Source: an optimization exercise on an open RTL-to-GDS flow (aim: small area, a short achievable clock period and few clock cycles per item). Production flows keep margins and buffers that such runs may drop. At most, simulation tests tie the RTL to the original design; equivalence was not proved. No activity file was given, so power comes from the tool's default toggle rates. No driver is modelled on the clock port, so clocking that relies on it looks cheaper here than on a real chip.

build 20:
==> flow/design.v <==
module cobs_sample_framer #(
  parameter int SAMPLES_PER_FRAME = 63
) (
  input  logic        clk,
  input  logic        rst,
  input  logic [31:0] s_tdata,
  input  logic        s_tvalid,
  output logic        s_tready,
  output logic [7:0]  m_tdata,
  output logic        m_tvalid,
  input  logic        m_tready
);
  localparam int FB = 4 * SAMPLES_PER_FRAME;   
  localparam int NS = FB + 2;                  
  localparam int SD = FB;                      
  localparam int SC = FB + 1;                  
  localparam int SW = 8;                       
  localparam int TL = 6;                       
  localparam int TN = 1 << TL;                 
  localparam int KW = TN - 3;                  
  localparam int KA = NS - 2 - KW;             
  localparam int DA = NS - KA;                 
  localparam int K  = 2;                       
  logic [8*NS-1:0] ring;
  logic [SW-1:0]   s_q, s_d;        
  logic [7:0]      in_byte;
  logic [7:0]      wbyte;
  logic            wen;
  logic [SW-1:0]   wb_q, wb_d;      
  logic            ahd_q, ahd_d;    
  logic            wok_q, wok_d;    
  logic            srdy_q, srdy_d;
  logic [5:0]      run_q, run_d;    
  logic [SW-1:0]   rs_q, rs_d;      
  logic [SW-1:0]   dl_q, dl_d;      
  logic            al_q, al_d;      
  logic            ok_q, ok_d;      
  logic            nf_q, nf_d;      
  logic [7:0]      ob_q, ob_d;      
  logic            sc_q, sc_d;      
  logic [7:0]      sn_q, sn_d;      
  logic            lk_q, lk_d;      
  logic [7:0]      fd_q [K];
  logic [7:0]      fd_d [K];
  logic [K-1:0]    fv_q, fv_d;      
  logic            take;            
  logic            pop;
  assign s_tready = srdy_q;
  assign m_tdata  = fd_q[0];
  assign m_tvalid = fv_q[0];
  assign in_byte = s_tdata[{wb_q[1:0], 3'b000} +: 8];
  assign wen     = wok_q && s_tvalid;
  assign wbyte   = (s_q == SW'(SD)) ? 8'h00 : (wen ? in_byte : ring[7:0]);
  assign take    = ok_q && !fv_q[K-1];
  assign pop     = fv_q[0] && m_tready;
  logic [TN-1:0] leaf;
  always_comb begin
    leaf = '0;
    for (int d = 1; d <= KW; d++) leaf[d] = (ring[8*(KA+1+d) +: 8] == 8'h00);
  end
  genvar l, n;
  generate
    for (l = 0; l <= TL; l++) begin : lv
      logic [(TN >> l)-1:0] v;
      logic [(l > 0 ? l : 1)-1:0] ix [TN >> l];
      if (l == 0) begin : g0
        assign v = leaf;
        for (n = 0; n < TN; n++) begin : gn
          assign ix[n] = 1'b0;
        end
      end else begin : gl
        for (n = 0; n < (TN >> l); n++) begin : gn
          assign v[n] = lv[l-1].v[2*n] | lv[l-1].v[2*n+1];
          if (l == 1) begin : g1
            assign ix[n] = !lv[l-1].v[2*n];
          end else begin : g2
            assign ix[n] = lv[l-1].v[2*n] ? {1'b0, lv[l-1].ix[2*n]} : {1'b1, lv[l-1].ix[2*n+1]};
          end
        end
      end
    end
  endgenerate
  logic [SW-1:0] wb_w [2];          
  logic          ah_w [2];
  logic          wk_w [2];
  logic          sr_w [2];
  always_comb begin
    logic [SW-1:0] rsn, wbn;
    logic          ahn;
    logic          is_sc, is_sd, ncode, wrt, fnd, zf;
    logic [7:0]    byt, cod, sn;
    s_d   = (s_q == SW'(NS - 1)) ? '0 : s_q + SW'(1);
    run_d = (wen || s_q >= SW'(SD)) ? ((run_q == 6'h3f) ? run_q : run_q + 6'd1) : 6'd0;
    rsn  = (rs_q == SW'(NS - 1)) ? '0 : rs_q + SW'(1);
    rs_d = take ? rsn : rs_q;
    dl_d = take ? dl_q : ((dl_q == '0) ? SW'(NS - 1) : dl_q - SW'(1));
    al_d = take || (dl_q == SW'(KA + 1));
    is_sc = take ? (rs_q == SW'(SC - 1)) : (rs_q == SW'(SC));
    is_sd = take ? (rs_q == SW'(SD - 1)) : (rs_q == SW'(SD));
    sn   = sc_q ? sn_q : 8'(NS - 1 - KA);
    sc_d = 1'b0;
    sn_d = sn_q;
    lk_d = lk_q && !take;
    if (sc_q || (al_q && nf_q && !lk_q)) begin
      if (ahd_q || run_q != 6'd0) begin
        if (ring[8*(NS-1) +: 8] == 8'h00) begin
          lk_d = 1'b1;
          sn_d = sn;
        end else begin
          sc_d = 1'b1;
          sn_d = sn + 8'd1;
        end
      end
    end
    ahn = ahd_q && !(take && rs_q == SW'(SD));
    for (int w = 0; w < 2; w++) begin
      wbn = wb_q;
      if (w == 1) wbn = (wb_q == SW'(FB - 1)) ? SW'(SD) : wb_q + SW'(1);
      wb_w[w] = wbn;
      ah_w[w] = ahn;
      if (wbn == SW'(SD) && !ahn) begin
        wb_w[w] = '0;
        ah_w[w] = 1'b1;
      end
    end
    wb_d  = wen ? wb_w[1] : wb_w[0];
    ahd_d = wen ? ah_w[1] : ah_w[0];
    byt   = ring[8*(KA+1) +: 8];
    zf    = (byt == 8'h00);
    cod   = 8'(lv[TL].ix[0]);
    fnd   = lv[TL].v[0];
    wrt   = ahd_d || (run_d >= 6'(DA));
    ncode = is_sc || (zf && !is_sd);
    ob_d  = ncode ? (lk_d ? sn_d : cod) : byt;
    ok_d  = al_d && wrt && (!ncode || fnd || lk_d);
    nf_d  = al_d && wrt && ncode && !fnd && !lk_d;
    fv_d = fv_q;
    for (int i = 0; i < K; i++) fd_d[i] = fd_q[i];
    if (pop) begin
      for (int i = 0; i < K - 1; i++) fd_d[i] = fd_q[i + 1];
      fv_d = fv_q >> 1;
    end
    if (take) begin
      if (!fv_d[0]) fd_d[0] = ob_q;
      for (int i = 1; i < K; i++)
        if (!fv_d[i] && fv_d[i - 1]) fd_d[i] = ob_q;
      fv_d = {fv_d[K-2:0], 1'b1};
    end
    for (int w = 0; w < 2; w++) begin
      wk_w[w] = (s_d == wb_w[w]) && (wb_w[w] != SW'(SD)) &&
                (!ah_w[w] || (rs_d != SW'(SC) && wb_w[w] != rs_d));
      sr_w[w] = wk_w[w] && (wb_w[w][1:0] == 2'd3);
    end
    wok_d  = wen ? wk_w[1] : wk_w[0];
    srdy_d = wen ? sr_w[1] : sr_w[0];
  end
  always_ff @(posedge clk) begin
    ring <= {wbyte, ring[8*NS-1:8]};
    ob_q <= ob_d;
    sn_q <= sn_d;
    for (int i = 0; i < K; i++) fd_q[i] <= fd_d[i];
    if (rst) begin
      s_q    <= '0;
      wb_q   <= '0;
      ahd_q  <= 1'b0;
      wok_q  <= 1'b1;
      srdy_q <= 1'b0;
      run_q  <= 6'd1;
      rs_q   <= SW'(SC);
      dl_q   <= SW'(SC);
      al_q   <= 1'b0;
      ok_q   <= 1'b0;
      nf_q   <= 1'b0;
      sc_q   <= 1'b0;
      lk_q   <= 1'b0;
      fv_q   <= '0;
    end else begin
      s_q    <= s_d;
      wb_q   <= wb_d;
      ahd_q  <= ahd_d;
      wok_q  <= wok_d;
      srdy_q <= srdy_d;
      run_q  <= run_d;
      rs_q   <= rs_d;
      dl_q   <= dl_d;
      al_q   <= al_d;
      ok_q   <= ok_d;
      nf_q   <= nf_d;
      sc_q   <= sc_d;
      lk_q   <= lk_d;
      fv_q   <= fv_d;
    end
  end
endmodule
clock: 8.0 ns
lec_check: 0
cap_margin: 20
core_margin: 2
core_utilization: 60
cts_buf_list: sky130_fd_sc_hd__clkbuf_16
cts_cluster_diameter: 100
cts_cluster_size: 30
slew_margin: 20
standard.sh (not shown) runs the stock make flow with config.mk's settings and CLKGATE_MAP_FILE= SYNTH_SCRIPT=/design/flow/synth_recipe.tcl, a recipe that flattens the netlist after the stock synthesis.
==> flow/flow/run.sh <==
#!/bin/bash
set -euo pipefail
bash standard.sh SETUP_SLACK_MARGIN=5.3 \
  "CTS_ARGS=-sink_clustering_enable -repair_clock_nets -sink_clustering_size 30 -sink_clustering_max_diameter 100 -buf_list sky130_fd_sc_hd__clkbuf_16 -dont_use_dummy_load -sink_clustering_levels 1" \
  finish > layout.log 2>&1
Build 20 completed every stage of the flow, and the final layout passed the timing, design-rule and antenna checks.
Testbench counts of build 20, summed over its fixed seeds: cycles 16,760, samples 4,032.
Relative to build 20, the following input files were edited for build 28:
==> flow/flow/run.sh <==
#!/bin/bash
set -euo pipefail
bash standard.sh SETUP_SLACK_MARGIN=5.3 \
  "CTS_ARGS=-sink_clustering_enable -repair_clock_nets -sink_clustering_size 20 -sink_clustering_max_diameter 80 -buf_list sky130_fd_sc_hd__clkbuf_8 -dont_use_dummy_load" \
  finish > layout.log 2>&1
## What came out
- [compare] base=build 20 new=build 28: power shrank by 0.55 mW; combined flip-flop and latch cell area comparable; area growth from synthesis to layout fell 0.90 points.
Input-level comparison between build 82 and build 28:
==> flow/flow/run.sh <==
#!/bin/bash
set -euo pipefail
bash standard.sh SETUP_SLACK_MARGIN=5.3 \
  "CTS_ARGS=-sink_clustering_enable -repair_clock_nets -sink_clustering_size 30 -sink_clustering_max_diameter 100 -buf_list sky130_fd_sc_hd__clkbuf_16 -dont_use_dummy_load -branching_point_buffers_distance 400 -distance_between_buffers 400" \
  finish > layout.log 2>&1
### Flow results
- Design area for build 82 is higher than for build 28.
- Re HPWL reported at the end of detailed placement: no difference whatsoever between build 28 and build 82.
- As of build 82, area of combinational cells with multiple inputs had risen slightly compared to build 28.
- Diff build 28 -> build 82: slack of the critical path went up; final critical-path required period decreased by 89 ps relative to the old numbers.
- Between build 82 and build 28, the global-route wire length before repair does not differ in any meaningful way.


run 1:
cobs_sample_framer, a different RTL version from the one above (not shown whole).
Size in the first run: ~3700 cells after synthesis, roughly 2100 flip-flops, roughly 46 I/O pins, ~0.052 mm^2 of cells after synthesis.
==> flow/config.mk <==
export PLATFORM = sky130hd
export DESIGN_NAME = cobs_sample_framer
export DESIGN_NICKNAME = cobs_sample_framer
export VERILOG_FILES = /design/flow/design.v
export SDC_FILE = /design/flow/constraint.sdc
export NUM_CORES = 4
export LEC_CHECK = 0
export CAP_MARGIN = 20
export CORE_MARGIN = 2
export CORE_UTILIZATION = 40
export CTS_BUF_LIST = sky130_fd_sc_hd__clkbuf_4 sky130_fd_sc_hd__clkbuf_8
export CTS_CLUSTER_SIZE = 30
export SETUP_SLACK_MARGIN = 4.8
export SLEW_MARGIN = 20
==> flow/constraint.sdc <==
create_clock -name core_clock -period 8.0 [get_ports {clk}]
set_input_delay 1.6000 -clock core_clock [delete_from_list [all_inputs] [get_ports {clk}]]
set_output_delay 1.6000 -clock core_clock [all_outputs]
set_load 0.01 [all_outputs]
run.sh (not shown) runs the stock make flow with config.mk's settings and CLKGATE_MAP_FILE= SYNTH_SCRIPT=/design/flow/synth_recipe.tcl, a recipe that flattens the netlist after the stock synthesis.
Stock flow here: none of the scripts above is used.
What run 2 does differently from run 1 at the input level:
- CORE_UTILIZATION changed from 40 to 60
- SETUP_SLACK_MARGIN changed from 4.8 to 5.0
- CTS_BUF_LIST changed from sky130_fd_sc_hd__clkbuf_4 sky130_fd_sc_hd__clkbuf_8 to sky130_fd_sc_hd__clkbuf_16
- CTS_CLUSTER_DIAMETER newly set to 100
==> run notes <==
Result for run 2 and run 1: all clean. For average size of a mapped cell, run 2 and run 1 come out practically identical. Going from run 1 to run 2, clock power has decreased; final hold slack increased 26 ps; adder and majority gate portion of the synthesized area roughly the same. Violation count after the first detailed-route iteration (higher): run 1. Count of final max-slew check failures came out exactly the same in run 2 and run 1. On number of nets in the finished design: run 2 sits below run 1. Compared to run 1, run 2 shows a wider setup margin. Cell with the largest stage delay on the worst path = sky130_fd_sc_hd__or4_1: run 2; cell with the largest stage delay on the worst path = sky130_fd_sc_hd__dfxtp_1: run 1.
Function was not checked in any run of this note: the RTL went through the layout flow alone.

-- what the ideal ports hide --
In the flow no input, the clock included, has a driving cell. The finished layouts below were timed again as built, in two steps.
Step 1, drivers: a clkbuf_16 drives clk and a buf_2 each remaining input, both assumed.
Step 2 times the ports against the registers' clock, not the clock port: input delays grow and output delays shrink by t, the midpoint of the rising clock arrivals with the driver on.
a / b / c = ideal ports / drivers / drivers and shift; a / b = the first two.
run | t (ns) | slack for setup (ns) | worst hold slack (ns) | worst setup path after step 2 | latest minus earliest clock arrival (ns)
build 20 | 0.690 | 5.289 / 5.224 / 4.708 | 0.291 / 0.291 / 0.291 | input to register | 0.056 / 0.055
build 28 | 0.770 | 5.200 / 5.142 / 4.589 | 0.272 / 0.272 / 0.272 | input to register | 0.120 / 0.120
build 82 | 0.690 | 5.289 / 5.224 / 4.708 | 0.291 / 0.291 / 0.291 | input to register | 0.056 / 0.055
run 1 | 0.992 | 4.921 / 4.844 / 4.124 | 0.290 / 0.290 / 0.290 | input to register | 0.074 / 0.074
run 2 | 0.710 | 5.046 / 5.006 / 4.424 | 0.316 / 0.316 / 0.316 | input to register | 0.041 / 0.041
After both steps every run listed still meets setup and hold. The setup slack of run 1, which loses most, moves by -0.077 ns with the drivers and by -0.797 ns with both steps.
